This design comes from an exercise in tuning for small area and a short achievable clock period on the open sky130 flow, not from production work.
RTL that was checked went through simulation tests only; none was proved equivalent to the original.
No activity file was given, so power comes from the tool's default toggle rates.

==> flow/design.v <==
`timescale 1ns/1ps
`default_nettype none
package rob_cfg_pkg;
    localparam int WAY = 2;
    localparam int ROB_DEPTH    = 16;
    localparam int ROB_ID_WIDTH = 4;
    localparam int ARCH_WIDTH = 5;
    localparam int PRF_WIDTH  = 6;
    localparam int CDB_CHANNELS = 3;
    localparam int FULL_THRESHOLD = 2 * WAY;
    typedef logic [ROB_ID_WIDTH-1:0] rob_id_t;
    typedef logic [ROB_ID_WIDTH:0]   rob_ptr_t;
endpackage
`default_nettype wire
`timescale 1ns/1ps
`default_nettype none
module rob_top (
    input  logic         clk,
    input  logic         rst_n,
    input  logic         alloc_en,
    input  logic [27:0]  alloc_lanes,
    output logic [7:0]   tail_ids,
    input  logic [116:0] cdb,
    output logic [23:0]  commit_lanes,
    output logic         flush,
    output logic [31:0]  redirect_pc,
    output logic         full,
    output logic [1:0]   status
);
    localparam int N    = rob_cfg_pkg::ROB_DEPTH;
    localparam int NP   = N / 2;
    localparam int NCDB = rob_cfg_pkg::CDB_CHANNELS;
    function automatic logic [3:0] inc4(input logic [3:0] x);
        inc4 = {x[3] ^ (x[2] & x[1] & x[0]), x[2] ^ (x[1] & x[0]), x[1] ^ x[0], !x[0]};
    endfunction
    function automatic logic [3:0] dec4(input logic [3:0] x);
        dec4 = {x[3] ^ !(x[2] | x[1] | x[0]), x[2] ^ !(x[1] | x[0]), x[1] ^ !x[0], !x[0]};
    endfunction
    function automatic logic [2:0] inc3(input logic [2:0] x);
        inc3 = {x[2] ^ (x[1] & x[0]), x[1] ^ x[0], !x[0]};
    endfunction
    function automatic logic lt4(input logic [3:0] a, input logic [3:0] b);
        logic [3:0] g, p;
        g = ~a & b;
        p = ~a | b;
        lt4 = g[3] || (p[3] && g[2]) || (p[3] && p[2] && g[1]) || (p[3] && p[2] && p[1] && g[0]);
    endfunction
    logic [N-1:0]  st_na, st_nb, st_a, st_b;
    assign st_a = ~st_na;
    assign st_b = ~st_nb;
    logic [10:0]   e_d [N];     
    logic [3:0]  head;
    logic [2:0]  tail3;         
    logic [3:0]  occ;           
    logic        full_r, empty_r;
    logic        c0_r, c1_r, flush_r;
    logic [10:0] l0_r, l1_r;
    logic        mp_v;          
    logic [3:0]  mp_id;         
    logic [31:0] mp_pc;
    assign tail_ids     = {tail3, 1'b1, tail3, 1'b0};
    assign full         = full_r;
    assign status       = {full_r, empty_r};
    assign flush        = flush_r;
    assign redirect_pc  = mp_pc;
    assign commit_lanes = {c1_r, l1_r, c0_r, l0_r};
    logic [NCDB-1:0]       cv, ctk;
    logic [NCDB-1:0][3:0]  cid;
    logic [NCDB-1:0][31:0] cpc;
    logic [1:0]            la, lb, ldai;
    logic [1:0][10:0]      ld;
    always_comb begin
        for (int c = 0; c < NCDB; c++) begin
            cv[c]  = cdb[c*39 + 38];
            cid[c] = cdb[c*39 + 34 +: 4];
            ctk[c] = cdb[c*39 + 32];
            cpc[c] = cdb[c*39 +: 32];
        end
        for (int l = 0; l < 2; l++) begin
            ld[l]   = alloc_lanes[l*14 + 3 +: 11];
            ldai[l] = alloc_lanes[l*14 + 2];
            la[l] = !alloc_lanes[l*14 + 2] && (!alloc_lanes[l*14 + 1] ||  alloc_lanes[l*14 + 0]);
            lb[l] = !alloc_lanes[l*14 + 2] && (!alloc_lanes[l*14 + 1] || !alloc_lanes[l*14 + 0]);
        end
    end
    logic       clr, acc;
    logic [3:0] hn, hn1, k, k_in;
    logic       k0, k1, kge2, kge11, kge13;
    assign clr  = !rst_n || flush_r;
    assign acc  = alloc_en && !full_r;
    assign hn   = c1_r ? inc4(inc4(head)) : c0_r ? inc4(head) : head;
    assign hn1  = inc4(hn);
    assign k    = c1_r ? dec4(dec4(occ)) : c0_r ? dec4(occ) : occ;
    assign k0    = (k == 4'd0);
    assign k1    = (k == 4'd1);
    assign kge2  = k[3] || k[2] || k[1];
    assign kge11 = k[3] && (k[2] || (k[1] && k[0]));
    assign kge13 = k[3] && k[2] && (k[1] || k[0]);
    assign k_in  = {k[3] ^ (k[2] & k[1]), k[2] ^ k[1], !k[1], k[0]};    
    always_ff @(posedge clk) begin
        if (clr) begin
            head    <= '0;
            tail3   <= '0;
            occ     <= '0;
            full_r  <= 1'b0;
            empty_r <= 1'b1;
        end else begin
            head    <= hn;
            tail3   <= acc ? inc3(tail3) : tail3;
            occ     <= acc ? k_in : k;
            full_r  <= acc ? kge11 : kge13;
            empty_r <= !acc && k0;
        end
    end
    logic [NCDB-1:0][N-1:0] cdec;
    logic [N-1:0]           hit;
    always_comb begin
        for (int c = 0; c < NCDB; c++)
            for (int i = 0; i < N; i++)
                cdec[c][i] = cv[c] && (cid[c] == 4'(i));
        hit = cdec[0] | cdec[1] | cdec[2];
    end
    always_ff @(posedge clk) begin
        for (int i = 0; i < N; i++) begin
            if (tail3 == 3'(i / 2)) e_d[i] <= ld[i%2];
            if (hit[i]) begin
                st_na[i] <= 1'b1;
                st_nb[i] <= 1'b1;
            end else if (tail3 == 3'(i / 2)) begin
                st_na[i] <= !la[i%2];
                st_nb[i] <= !lb[i%2];
            end
        end
    end
    logic [2:0]  pe, po;
    logic [10:0] dev, dod, ds0, ds1;
    logic        aev, bev, aod, bod, sa0, sb0, sa1, sb1;
    logic        hit0, hit1, cmis0, cmis1;
    logic        rdy0, rdy1, live0, live1, mis0, mis1, c0_n, c1_n;
    assign po  = hn[3:1];
    assign pe  = hn1[3:1];
    always_comb begin
        dev = '0; dod = '0; aev = 1'b0; bev = 1'b0; aod = 1'b0; bod = 1'b0;
        for (int p = 0; p < NP; p++) begin
            dev = dev | (e_d[2*p]   & {11{pe == 3'(p)}});
            dod = dod | (e_d[2*p+1] & {11{po == 3'(p)}});
            aev = aev | (st_a[2*p]   && pe == 3'(p));
            bev = bev | (st_b[2*p]   && pe == 3'(p));
            aod = aod | (st_a[2*p+1] && po == 3'(p));
            bod = bod | (st_b[2*p+1] && po == 3'(p));
        end
    end
    assign ds0 = hn[0] ? dod : dev;
    assign ds1 = hn[0] ? dev : dod;
    assign sa0 = hn[0] ? aod : aev;
    assign sb0 = hn[0] ? bod : bev;
    assign sa1 = hn[0] ? aev : aod;
    assign sb1 = hn[0] ? bev : bod;
    always_comb begin
        hit0 = 1'b0; hit1 = 1'b0; cmis0 = 1'b0; cmis1 = 1'b0;
        for (int c = 0; c < NCDB; c++) begin
            if (cv[c] && (cid[c] == hn)) begin
                hit0  = 1'b1;
                cmis0 = cmis0 || (ctk[c] ? (!sa0 && sb0) : (sa0 && !sb0));
            end
            if (cv[c] && (cid[c] == hn1)) begin
                hit1  = 1'b1;
                cmis1 = cmis1 || (ctk[c] ? (!sa1 && sb1) : (sa1 && !sb1));
            end
        end
    end
    assign live0 = !k0 || acc;
    assign live1 = kge2 || acc;
    assign rdy0  = !k0 ? ((!sa0 && !sb0) || hit0) : ldai[0];
    assign rdy1  = kge2 ? ((!sa1 && !sb1) || hit1) : k1 ? ldai[0] : ldai[1];
    assign mis0  = !k0 && ((mp_v && (mp_id == hn))  || cmis0);
    assign mis1  = kge2 && ((mp_v && (mp_id == hn1)) || cmis1);
    assign c0_n  = !clr && live0 && rdy0;
    assign c1_n  = c0_n && !mis0 && live1 && rdy1;
    always_ff @(posedge clk) begin
        c0_r    <= c0_n;
        c1_r    <= c1_n;
        flush_r <= c0_n && (mis0 || (live1 && rdy1 && mis1));
        l0_r    <= !k0 ? ds0 : ld[0];
        l1_r    <= kge2 ? ds1 : k1 ? ld[0] : ld[1];
    end
    logic [NCDB-1:0] cmis, cmist, cmisn, cwrap, cbeat, csel;
    logic [NCDB-1:0][NCDB-1:0] cold;    
    logic            hwrap;
    logic [NCDB-1:0] cltm;
    logic [3:0][3:0] cgt, cgn;
    assign hwrap = lt4(mp_id, head);
    always_comb begin
        for (int c = 0; c < NCDB; c++) begin
            for (int g = 0; g < 4; g++) begin
                cgt[g] = st_na[4*g +: 4] >> cid[c][1:0];
                cgn[g] = st_nb[4*g +: 4] >> cid[c][1:0];
            end
            cmist[c] = cv[c] && cgt[cid[c][3:2]][0];
            cmisn[c] = cv[c] && cgn[cid[c][3:2]][0];
            cmis[c]  = ctk[c] ? cmist[c] : cmisn[c];
            cwrap[c] = lt4(cid[c], head);
            cltm[c]  = lt4(cid[c], mp_id);
            cbeat[c] = !mp_v || (cwrap[c] ? (hwrap && cltm[c]) : (hwrap || cltm[c]));
        end
        for (int c = 0; c < NCDB; c++)
            for (int d = 0; d < NCDB; d++)
                cold[c][d] = cwrap[c] ? (cwrap[d] && lt4(cid[c], cid[d])) : (cwrap[d] || lt4(cid[c], cid[d]));
        for (int c = 0; c < NCDB; c++) begin
            csel[c] = cmis[c] && cbeat[c];
            for (int d = 0; d < NCDB; d++)
                if (d != c) csel[c] = csel[c] && (!cmis[d] || cold[c][d]);
        end
    end
    always_ff @(posedge clk) begin
        if (clr) mp_v <= 1'b0;
        else     mp_v <= mp_v || (|cmis);
        if (|csel) begin
            mp_pc <= ({32{csel[0]}} & cpc[0]) | ({32{csel[1]}} & cpc[1]) | ({32{csel[2]}} & cpc[2]);
            mp_id <= ({4{csel[0]}} & cid[0]) | ({4{csel[1]}} & cid[1]) | ({4{csel[2]}} & cid[2]);
        end
    end
endmodule
`default_nettype wire
export LEC_CHECK = 0
export ABC_AREA = 1
export CAP_MARGIN = 20
export CORE_MARGIN = 2
export CORE_UTILIZATION = 40
export CTS_CLUSTER_DIAMETER = 80
export CTS_CLUSTER_SIZE = 30
export PLACE_DENSITY = 0.6
export SETUP_SLACK_MARGIN = 3.9
export SLEW_MARGIN = 20
create_clock -name core_clock -period 7.0 [get_ports {clk}]
standard.sh (not shown) runs the stock make flow with config.mk's settings and CLKGATE_MAP_FILE= SYNTH_SCRIPT=/design/flow/synth_recipe.tcl, a recipe that flattens the netlist after the stock synthesis.
==> flow/flow/run.sh <==
#!/bin/bash
# The standard layout (standard.sh), with one change: the port buffers
# that global placement inserts are plain sky130_fd_sc_hd__buf_1 cells
# instead of the delay cells buffer_ports picks by default.
# make's full output goes to standard.log; ORFS keeps each step's log
# under orfs/logs/.
set -euo pipefail
export BUFFER_PORTS_ARGS="-buffer_cell sky130_fd_sc_hd__buf_1"
bash standard.sh > standard.log 2>&1
Edit:
--- a/flow/design.v
+++ b/flow/design.v
@@ -182,11 +182,11 @@
         c1_r    <= c1_n;
         flush_r <= c0_n && (mis0 || (live1 && rdy1 && mis1));
         l0_r    <= !k0 ? ds0 : ld[0];
         l1_r    <= kge2 ? ds1 : k1 ? ld[0] : ld[1];
     end
-    logic [NCDB-1:0] cmis, cmist, cmisn, cwrap, cbeat, csel;
+    logic [NCDB-1:0] cmis, cmist, cmisn, cwrap, cbeat, cand, csel;
     logic [NCDB-1:0][NCDB-1:0] cold;    
     logic            hwrap;
     logic [NCDB-1:0] cltm;
     logic [3:0][3:0] cgt, cgn;
     assign hwrap = lt4(mp_id, head);
@@ -205,19 +205,20 @@
         end
         for (int c = 0; c < NCDB; c++)
             for (int d = 0; d < NCDB; d++)
                 cold[c][d] = cwrap[c] ? (cwrap[d] && lt4(cid[c], cid[d])) : (cwrap[d] || lt4(cid[c], cid[d]));
         for (int c = 0; c < NCDB; c++) begin
-            csel[c] = cmis[c] && cbeat[c];
+            cand[c] = cmis[c] && cbeat[c];
+            csel[c] = cand[c];
             for (int d = 0; d < NCDB; d++)
                 if (d != c) csel[c] = csel[c] && (!cmis[d] || cold[c][d]);
         end
     end
     always_ff @(posedge clk) begin
         if (clr) mp_v <= 1'b0;
         else     mp_v <= mp_v || (|cmis);
-        if (|csel) begin
+        if (|cand) begin
             mp_pc <= ({32{csel[0]}} & cpc[0]) | ({32{csel[1]}} & cpc[1]) | ({32{csel[2]}} & cpc[2]);
             mp_id <= ({4{csel[0]}} & cid[0]) | ({4{csel[1]}} & cid[1]) | ({4{csel[2]}} & cid[2]);
         end
     end
 endmodule
Sequential power barely changes.
Clock power went down by a little under a tenth.
Total power hardly moves.
Global-route usage falls by 0.13 points.
Register-to-register slack got worse by 70 ps.
Setup slack degrades by 26 ps.
Final area goes up slightly.
Final cell count grows slightly.
Via count increases slightly.
Function not checked in the second run of this note: the RTL went through the layout flow alone.

## static timing again, ports no longer ideal
Ports are ideal in the flow. The routed layouts listed here were re-timed in OpenROAD.
Step 1: set_driving_cell puts a clkbuf_16 on clk and a buf_2 on each other input, an assumption about the parent block.
Step 2 moves the port delays by t, midway between the first and last clock arrival at a register: inputs arrive t later, outputs are due t later. That takes back most of the time a late clock gives input paths.
Slacks: ideal ports / drivers / drivers and shift; pairs: ideal ports / drivers.
run | t, ns | setup slack, ns | pins driven straight from the clock port
the first run | 0.568 | 3.782 / 3.740 / 3.172 | 1
the second run | 0.557 | 3.756 / 3.772 / 3.215 | 1
After both steps setup and hold are still met in every run listed. For the first run, which loses most, drivers alone change the setup slack by -0.042 ns; drivers and shift together by -0.610 ns.
